This is an optimization exercise on Yosys and OpenROAD, whose aim is small area, a short achievable clock period and few clock cycles per item, not a production implementation. No activity file was given, so power comes from the tool's default toggle rates.

==> flow/design.v <==
module ex_muldiv_hilo #(
   parameter int WIDTH      = 32,
   parameter int MUL_CYCLES = 1
) (
   input  logic             clk,
   input  logic             reset,
   input  logic             pipe2_valid_in,
   input  logic [2:0]       md_op,
   input  logic [WIDTH-1:0] vsrc1,
   input  logic [WIDTH-1:0] vsrc2,
   input  logic             pipe2_flush,
   input  logic             pipe3_allow_in,
   output logic             pipe2_allow_in,
   output logic             md_busy,
   output logic [WIDTH-1:0] hi,
   output logic [WIDTH-1:0] lo
);
   localparam logic [2:0] S_IDLE = 3'd0, S_MUL = 3'd1, S_DIVN = 3'd2, S_DIV = 3'd3,
                          S_FIN  = 3'd4, S_DONE = 3'd5;
   localparam logic [2:0] OP_MULT = 3'b001, OP_MULTU = 3'b010, OP_DIV = 3'b011,
                          OP_DIVU = 3'b100, OP_MTHI = 3'b101, OP_MTLO = 3'b110;
   logic [2:0]  state_q, state_d;
   logic        busy_q, done_q;
   logic [4:0]  cnt_q, cnt_d;
   logic [31:0] hi_q, hi_d, lo_q, lo_d;
   logic [63:0] s_q, s_d, c_q, c_d;       
   logic [31:0] opa_q, opb_q;             
   logic        negq_q, negr_q, div_q;
   logic        is_mul, is_div, long_op, op_signed;
   logic [1:0]  ctop;
   assign is_mul    = (md_op == OP_MULT) | (md_op == OP_MULTU);
   assign is_div    = (md_op == OP_DIV)  | (md_op == OP_DIVU);
   assign long_op   = pipe2_valid_in & (is_mul | is_div);
   assign op_signed = (md_op == OP_MULT) | (md_op == OP_DIV);
   function automatic logic uniform(input logic [31:0] v, input int lsb, input logic sg);
      logic u0, u1;
      u0 = 1'b1; u1 = 1'b1;
      for (int i = 0; i < 32; i++) if (i >= lsb) begin
         u0 = u0 & ~v[i];
         u1 = u1 & v[i];
      end
      uniform = u0 | (sg & u1);
   endfunction
   always_comb begin
      if (!uniform(vsrc2, 23, op_signed))      ctop = 2'd3;
      else if (!uniform(vsrc2, 15, op_signed)) ctop = 2'd2;
      else if (!uniform(vsrc2, 7, op_signed))  ctop = 2'd1;
      else                                     ctop = 2'd0;
   end
   function automatic void csa(input logic [63:0] x, input logic [63:0] y, input logic [63:0] z,
                               output logic [63:0] s, output logic [63:0] c);
      s = x ^ y ^ z;
      c = {((x & y) | (x & z) | (y & z)), 1'b0};
   endfunction
   logic [7:0]  chunk_q, chunk_d;
   logic [63:0] pp [8];
   logic [63:0] s1, c1, s2, c2, s3, c3, s4, c4, s5, c5, s6, c6, s7, c7, ms, mc;
   always_comb begin
      for (int i = 0; i < 8; i++) pp[i] = {32'd0, opa_q & {32{chunk_q[i]}}} << i;
      csa(pp[0], pp[1], pp[2], s1, c1);
      csa(pp[3], pp[4], pp[5], s2, c2);
      csa(pp[6], pp[7], {s_q[55:0], 8'hFF}, s3, c3);
      csa(s1, c1, s2, s4, c4);
      csa(c2, s3, c3, s5, c5);
      csa(s4, c4, s5, s6, c6);
      csa(s6, c6, c5, s7, c7);
      csa(s7, c7, {c_q[55:0], 8'd0}, ms, mc);
   end
   function automatic logic [7:0] pick(input logic [31:0] v, input logic [1:0] i);
      case (i)
         2'd0: pick = v[7:0];
         2'd1: pick = v[15:8];
         2'd2: pick = v[23:16];
         default: pick = v[31:24];
      endcase
   endfunction
   assign chunk_d = (state_q == S_IDLE) ? pick((op_signed & vsrc2[31]) ? -vsrc2 : vsrc2, ctop)
                                        : pick(opb_q, cnt_q[1:0] - 2'd1);
   logic [63:0] kdiv, fmask, fin;
   logic [64:0] fsum;
   assign kdiv  = {{32{negr_q}}, {32{negq_q}}};
   assign fmask = div_q ? kdiv : {64{negq_q}};
   ex_muldiv_hilo_add #(65) u_fadd (
      .a({s_q[63:32], ~div_q, s_q[31:0]}), .b({c_q[63:32], 1'b0, c_q[31:0]}),
      .cin(~div_q & ~negq_q), .s(fsum), .cout());
   assign fin = {fsum[64:33], fsum[31:0]} ^ fmask;
   function automatic logic [5:0] lzc(input logic [31:0] v);
      logic        z [6][32];
      logic [4:0]  c [6][32];
      for (int i = 0; i < 32; i++) begin
         z[0][i] = ~v[i];
         c[0][i] = 5'd0;
      end
      for (int l = 1; l < 6; l++)
         for (int i = 0; i < (32 >> l); i++) begin
            z[l][i] = z[l-1][2*i+1] & z[l-1][2*i];
            c[l][i] = z[l-1][2*i+1] ? (c[l-1][2*i] | 5'(1 << (l-1))) : c[l-1][2*i+1];
         end
      lzc = z[5][0] ? 6'd32 : {1'b0, c[5][0]};
   endfunction
   logic        sga, sgb, bzero;
   logic [5:0]  lza, lzb;
   logic [5:0]  lza_q;
   logic [4:0]  lzb_q;
   logic        sga_q, bz_q;
   logic [6:0]  qe;                       
   logic        qzero;
   logic [4:0]  sh;
   logic [63:0] w_norm;
   assign sga   = op_signed & vsrc1[31];
   assign sgb   = op_signed & vsrc2[31];
   assign lza   = lzc(vsrc1 ^ {32{sga}});
   assign lzb   = lzc(vsrc2 ^ {32{sgb}});   
   assign bzero = (vsrc2 == 32'd0);
   assign qe    = {2'b0, lzb_q} - {1'b0, lza_q} + {6'd0, sga_q};
   assign qzero = qe[6];                  
   assign sh    = 5'd31 - qe[4:0];
   assign w_norm = {32'd0, opa_q} << sh;
   logic [32:0] rs, d;
   logic        ge;
   logic [63:0] w_step;
   assign rs     = {s_q[63:32], s_q[31]};
   ex_muldiv_hilo_add #(33) u_dsub (
      .a(rs), .b({1'b1, ~opb_q}), .cin(1'b1), .s(d), .cout(ge));
   assign w_step = {(ge ? d[31:0] : rs[31:0]), s_q[30:0], ge};
   always_comb begin
      pipe2_allow_in = pipe2_flush | (pipe3_allow_in & (busy_q ? done_q : ~long_op));
   end
   always_comb begin
      state_d = state_q; cnt_d = cnt_q;
      hi_d = hi_q; lo_d = lo_q;
      s_d  = s_q;
      c_d  = 64'd0;
      case (state_q)
         S_IDLE: begin
            s_d = '1;
            cnt_d = {3'd0, ctop};
            if (pipe2_flush) begin
               state_d = S_IDLE;
            end else if (long_op & is_mul) begin
               state_d = S_MUL;
            end else if (long_op) begin
               state_d = S_DIVN;
            end else if (pipe2_valid_in & pipe3_allow_in) begin
               if (md_op == OP_MTHI) hi_d = vsrc1;
               if (md_op == OP_MTLO) lo_d = vsrc1;
            end
         end
         S_MUL: begin
            s_d = ms;
            c_d = mc;
            cnt_d = cnt_q - 5'd1;
            if (pipe2_flush) state_d = S_IDLE;
            else if (cnt_q[1:0] == 2'd0) state_d = S_FIN;
         end
         S_DIVN: begin
            s_d = w_norm;
            c_d = kdiv;
            cnt_d = qe[4:0];
            if (pipe2_flush) state_d = S_IDLE;
            else if (bz_q | qzero) begin
               hi_d = vsrc1;
               lo_d = {32{bz_q}};
               state_d = S_DONE;
            end else state_d = S_DIV;
         end
         S_DIV: begin
            s_d = w_step;
            c_d = kdiv;
            cnt_d = cnt_q - 5'd1;
            if (pipe2_flush) state_d = S_IDLE;
            else if (cnt_q == 5'd0) state_d = S_FIN;
         end
         S_FIN: begin
            s_d = w_step;
            if (pipe2_flush) state_d = S_IDLE;
            else begin
               hi_d = fin[63:32];
               lo_d = fin[31:0];
               state_d = S_DONE;
            end
         end
         default: begin
            s_d = w_step;
            if (pipe2_flush | pipe3_allow_in) state_d = S_IDLE;
         end
      endcase
   end
   always_ff @(posedge clk) begin
      if (reset) begin
         state_q <= S_IDLE;
         busy_q  <= 1'b0;
         done_q  <= 1'b0;
         hi_q    <= '0;
         lo_q    <= '0;
      end else begin
         state_q <= state_d;
         busy_q  <= (state_d != S_IDLE);
         done_q  <= (state_d == S_DONE);
         hi_q    <= hi_d;
         lo_q    <= lo_d;
      end
   end
   always_ff @(posedge clk) begin
      cnt_q   <= cnt_d;
      chunk_q <= chunk_d;
      s_q     <= s_d;
      c_q     <= c_d;
      opa_q   <= (op_signed & vsrc1[31]) ? -vsrc1 : vsrc1;
      opb_q   <= (op_signed & vsrc2[31]) ? -vsrc2 : vsrc2;
      negq_q  <= op_signed & (vsrc1[31] ^ vsrc2[31]);
      negr_q  <= op_signed & vsrc1[31];
      div_q   <= is_div;
      lza_q   <= lza;
      lzb_q   <= lzb[4:0] | {5{lzb[5]}};    
      sga_q   <= sga;
      bz_q    <= bzero;
   end
   assign md_busy = busy_q;
   assign hi      = hi_q;
   assign lo      = lo_q;
endmodule
module ex_muldiv_hilo_add #(parameter N = 33) (input [N-1:0] a, input [N-1:0] b, input cin, output [N-1:0] s, output cout);
  localparam L = $clog2(N);
  wire [N-1:0] g0 = a & b, p0 = a ^ b;
  reg [N:0] c;
  reg [N-1:0] G, P;
  integer i, lvl;
  always @* begin
    G = g0; P = p0;
    G[0] = g0[0] | (p0[0] & cin);
    for (lvl = 0; lvl < L; lvl = lvl + 1)
      for (i = 0; i < N; i = i + 1)
        if (((i+1) % (2<<lvl)) == 0) begin
          G[i] = G[i] | (P[i] & G[i-(1<<lvl)]);
          P[i] = P[i] & P[i-(1<<lvl)];
        end
    for (lvl = L-2; lvl >= 0; lvl = lvl - 1)
      for (i = 0; i < N; i = i + 1)
        if (((i+1) % (2<<lvl)) == (1<<lvl) && (i+1) >= 3*(1<<lvl)) begin
          G[i] = G[i] | (P[i] & G[i-(1<<lvl)]);
          P[i] = P[i] & P[i-(1<<lvl)];
        end
    c[0] = cin;
    for (i = 0; i < N; i = i + 1) c[i+1] = G[i];
  end
  assign s = p0 ^ c[N-1:0];
  assign cout = c[N];
endmodule
==> flow/config.mk <==
export PLATFORM = sky130hd
export DESIGN_NAME = ex_muldiv_hilo
export DESIGN_NICKNAME = ex_muldiv_hilo
export VERILOG_FILES = /design/flow/design.v
export SDC_FILE = /design/flow/constraint.sdc
export NUM_CORES = 4
export LEC_CHECK = 0
export CAP_MARGIN = 20
export CORE_MARGIN = 2
export CORE_UTILIZATION = 40
export SETUP_SLACK_MARGIN = 4
export SLEW_MARGIN = 20
==> flow/constraint.sdc <==
create_clock -name core_clock -period 8.5 [get_ports {clk}]
set_input_delay 1.7000 -clock core_clock [delete_from_list [all_inputs] [get_ports {clk}]]
set_output_delay 1.7000 -clock core_clock [all_outputs]
set_load 0.01 [all_outputs]
run.sh (not shown) runs the stock make flow with config.mk's settings and CLKGATE_MAP_FILE= SYNTH_SCRIPT=/design/flow/synth_recipe.tcl, a recipe that flattens the netlist after the stock synthesis.
The starting point finished clean.
==> next run, changes <==
--- a/flow/design.v
+++ b/flow/design.v
@@ -18,11 +18,10 @@
    localparam logic [2:0] S_IDLE = 3'd0, S_MUL = 3'd1, S_DIVN = 3'd2, S_DIV = 3'd3,
                           S_FIN  = 3'd4, S_DONE = 3'd5;
    localparam logic [2:0] OP_MULT = 3'b001, OP_MULTU = 3'b010, OP_DIV = 3'b011,
                           OP_DIVU = 3'b100, OP_MTHI = 3'b101, OP_MTLO = 3'b110;
    logic [2:0]  state_q, state_d;
-   logic        busy_q, done_q;
    logic [4:0]  cnt_q, cnt_d;
    logic [31:0] hi_q, hi_d, lo_q, lo_d;
    logic [63:0] s_q, s_d, c_q, c_d;       
    logic [31:0] opa_q, opb_q;             
    logic        negq_q, negr_q, div_q;
@@ -83,50 +82,42 @@
    ex_muldiv_hilo_add #(65) u_fadd (
       .a({s_q[63:32], ~div_q, s_q[31:0]}), .b({c_q[63:32], 1'b0, c_q[31:0]}),
       .cin(~div_q & ~negq_q), .s(fsum), .cout());
    assign fin = {fsum[64:33], fsum[31:0]} ^ fmask;
    function automatic logic [5:0] lzc(input logic [31:0] v);
-      logic        z [6][32];
-      logic [4:0]  c [6][32];
-      for (int i = 0; i < 32; i++) begin
-         z[0][i] = ~v[i];
-         c[0][i] = 5'd0;
-      end
-      for (int l = 1; l < 6; l++)
-         for (int i = 0; i < (32 >> l); i++) begin
-            z[l][i] = z[l-1][2*i+1] & z[l-1][2*i];
-            c[l][i] = z[l-1][2*i+1] ? (c[l-1][2*i] | 5'(1 << (l-1))) : c[l-1][2*i+1];
-         end
-      lzc = z[5][0] ? 6'd32 : {1'b0, c[5][0]};
-   endfunction
-   logic        sga, sgb, bzero;
+      logic [5:0] n;
+      n = 6'd32;
+      for (int i = 0; i < 32; i++) if (v[i]) n = 6'(31 - i);
+      lzc = n;
+   endfunction
+   logic        sga, sgb, bzero, qzero;
    logic [5:0]  lza, lzb;
-   logic [5:0]  lza_q;
-   logic [4:0]  lzb_q;
-   logic        sga_q, bz_q;
    logic [6:0]  qe;                       
-   logic        qzero;
-   logic [4:0]  sh;
+   logic [4:0]  sh_q;
+   logic        qz_q, bz_q;
    logic [63:0] w_norm;
    assign sga   = op_signed & vsrc1[31];
    assign sgb   = op_signed & vsrc2[31];
    assign lza   = lzc(vsrc1 ^ {32{sga}});
-   assign lzb   = lzc(vsrc2 ^ {32{sgb}});   
+   assign lzb   = (sgb & (vsrc2 == 32'hFFFFFFFF)) ? 6'd31 : lzc(vsrc2 ^ {32{sgb}});
    assign bzero = (vsrc2 == 32'd0);
-   assign qe    = {2'b0, lzb_q} - {1'b0, lza_q} + {6'd0, sga_q};
+   assign qe    = {1'b0, lzb} - {1'b0, lza} + {6'd0, sga};
    assign qzero = qe[6];                  
-   assign sh    = 5'd31 - qe[4:0];
-   assign w_norm = {32'd0, opa_q} << sh;
+   assign w_norm = {32'd0, opa_q} << sh_q;
    logic [32:0] rs, d;
    logic        ge;
    logic [63:0] w_step;
    assign rs     = {s_q[63:32], s_q[31]};
    ex_muldiv_hilo_add #(33) u_dsub (
       .a(rs), .b({1'b1, ~opb_q}), .cin(1'b1), .s(d), .cout(ge));
    assign w_step = {(ge ? d[31:0] : rs[31:0]), s_q[30:0], ge};
    always_comb begin
-      pipe2_allow_in = pipe2_flush | (pipe3_allow_in & (busy_q ? done_q : ~long_op));
+      case (state_q)
+         S_IDLE:  pipe2_allow_in = pipe2_flush | (pipe3_allow_in & ~long_op);
+         S_DONE:  pipe2_allow_in = pipe2_flush | pipe3_allow_in;
+         default: pipe2_allow_in = pipe2_flush;
+      endcase
    end
    always_comb begin
       state_d = state_q; cnt_d = cnt_q;
       hi_d = hi_q; lo_d = lo_q;
       s_d  = s_q;
@@ -138,10 +129,11 @@
             if (pipe2_flush) begin
                state_d = S_IDLE;
             end else if (long_op & is_mul) begin
                state_d = S_MUL;
             end else if (long_op) begin
+               cnt_d = qe[4:0];
                state_d = S_DIVN;
             end else if (pipe2_valid_in & pipe3_allow_in) begin
                if (md_op == OP_MTHI) hi_d = vsrc1;
                if (md_op == OP_MTLO) lo_d = vsrc1;
             end
@@ -154,13 +146,12 @@
             else if (cnt_q[1:0] == 2'd0) state_d = S_FIN;
          end
          S_DIVN: begin
             s_d = w_norm;
             c_d = kdiv;
-            cnt_d = qe[4:0];
-            if (pipe2_flush) state_d = S_IDLE;
-            else if (bz_q | qzero) begin
+            if (pipe2_flush) state_d = S_IDLE;
+            else if (qz_q) begin
                hi_d = vsrc1;
                lo_d = {32{bz_q}};
                state_d = S_DONE;
             end else state_d = S_DIV;
          end
@@ -187,18 +178,14 @@
       endcase
    end
    always_ff @(posedge clk) begin
       if (reset) begin
          state_q <= S_IDLE;
-         busy_q  <= 1'b0;
-         done_q  <= 1'b0;
          hi_q    <= '0;
          lo_q    <= '0;
       end else begin
          state_q <= state_d;
-         busy_q  <= (state_d != S_IDLE);
-         done_q  <= (state_d == S_DONE);
          hi_q    <= hi_d;
          lo_q    <= lo_d;
       end
    end
    always_ff @(posedge clk) begin
@@ -209,16 +196,15 @@
       opa_q   <= (op_signed & vsrc1[31]) ? -vsrc1 : vsrc1;
       opb_q   <= (op_signed & vsrc2[31]) ? -vsrc2 : vsrc2;
       negq_q  <= op_signed & (vsrc1[31] ^ vsrc2[31]);
       negr_q  <= op_signed & vsrc1[31];
       div_q   <= is_div;
-      lza_q   <= lza;
-      lzb_q   <= lzb[4:0] | {5{lzb[5]}};    
-      sga_q   <= sga;
+      sh_q    <= 5'd31 - qe[4:0];
+      qz_q    <= bzero | qzero;
       bz_q    <= bzero;
    end
-   assign md_busy = busy_q;
+   assign md_busy = (state_q != S_IDLE);
    assign hi      = hi_q;
    assign lo      = lo_q;
 endmodule
 module ex_muldiv_hilo_add #(parameter N = 33) (input [N-1:0] a, input [N-1:0] b, input cin, output [N-1:0] s, output cout);
   localparam L = $clog2(N);
Outcome: The new run ran to the end with no violations. Sequential power came out higher by about 4%. Clock power came out lower by about 6%. Total power goes up by 6.8%. First-iteration DRC count came out higher by 12%. Final cell count shrinks by 1.4%.
Function was not checked in any run of this note: the RTL went through the layout flow alone.

-- re-timing with driven ports --
In the flow no input, the clock included, has a driving cell. The finished layouts below were timed again as built, in two steps.
Step 1: set_driving_cell puts a clkbuf_16 on clk and a buf_2 on each other input, an assumption about the parent block.
Step 2, shift: input delay + t, output delay - t, t = (earliest + latest rising clock arrival at the registers) / 2. This alone moves slack from input paths to output paths.
Three values: no drivers, after step 1, after step 2; two values: the first two.
| run | shift t [ns] | slack for setup (ns) | latest minus earliest clock arrival (ns) |
|---|---|---|---|
| the first run | 0.613 | 4.120 / 4.100 / 3.593 | 0.019 / 0.019 |
| the second run | 0.610 | 3.301 / 3.308 / 2.698 | 0.034 / 0.034 |
After both steps setup and hold are still met in every run listed. For the second run, which loses most, drivers alone change the setup slack by +0.007 ns; drivers and shift together by -0.603 ns.
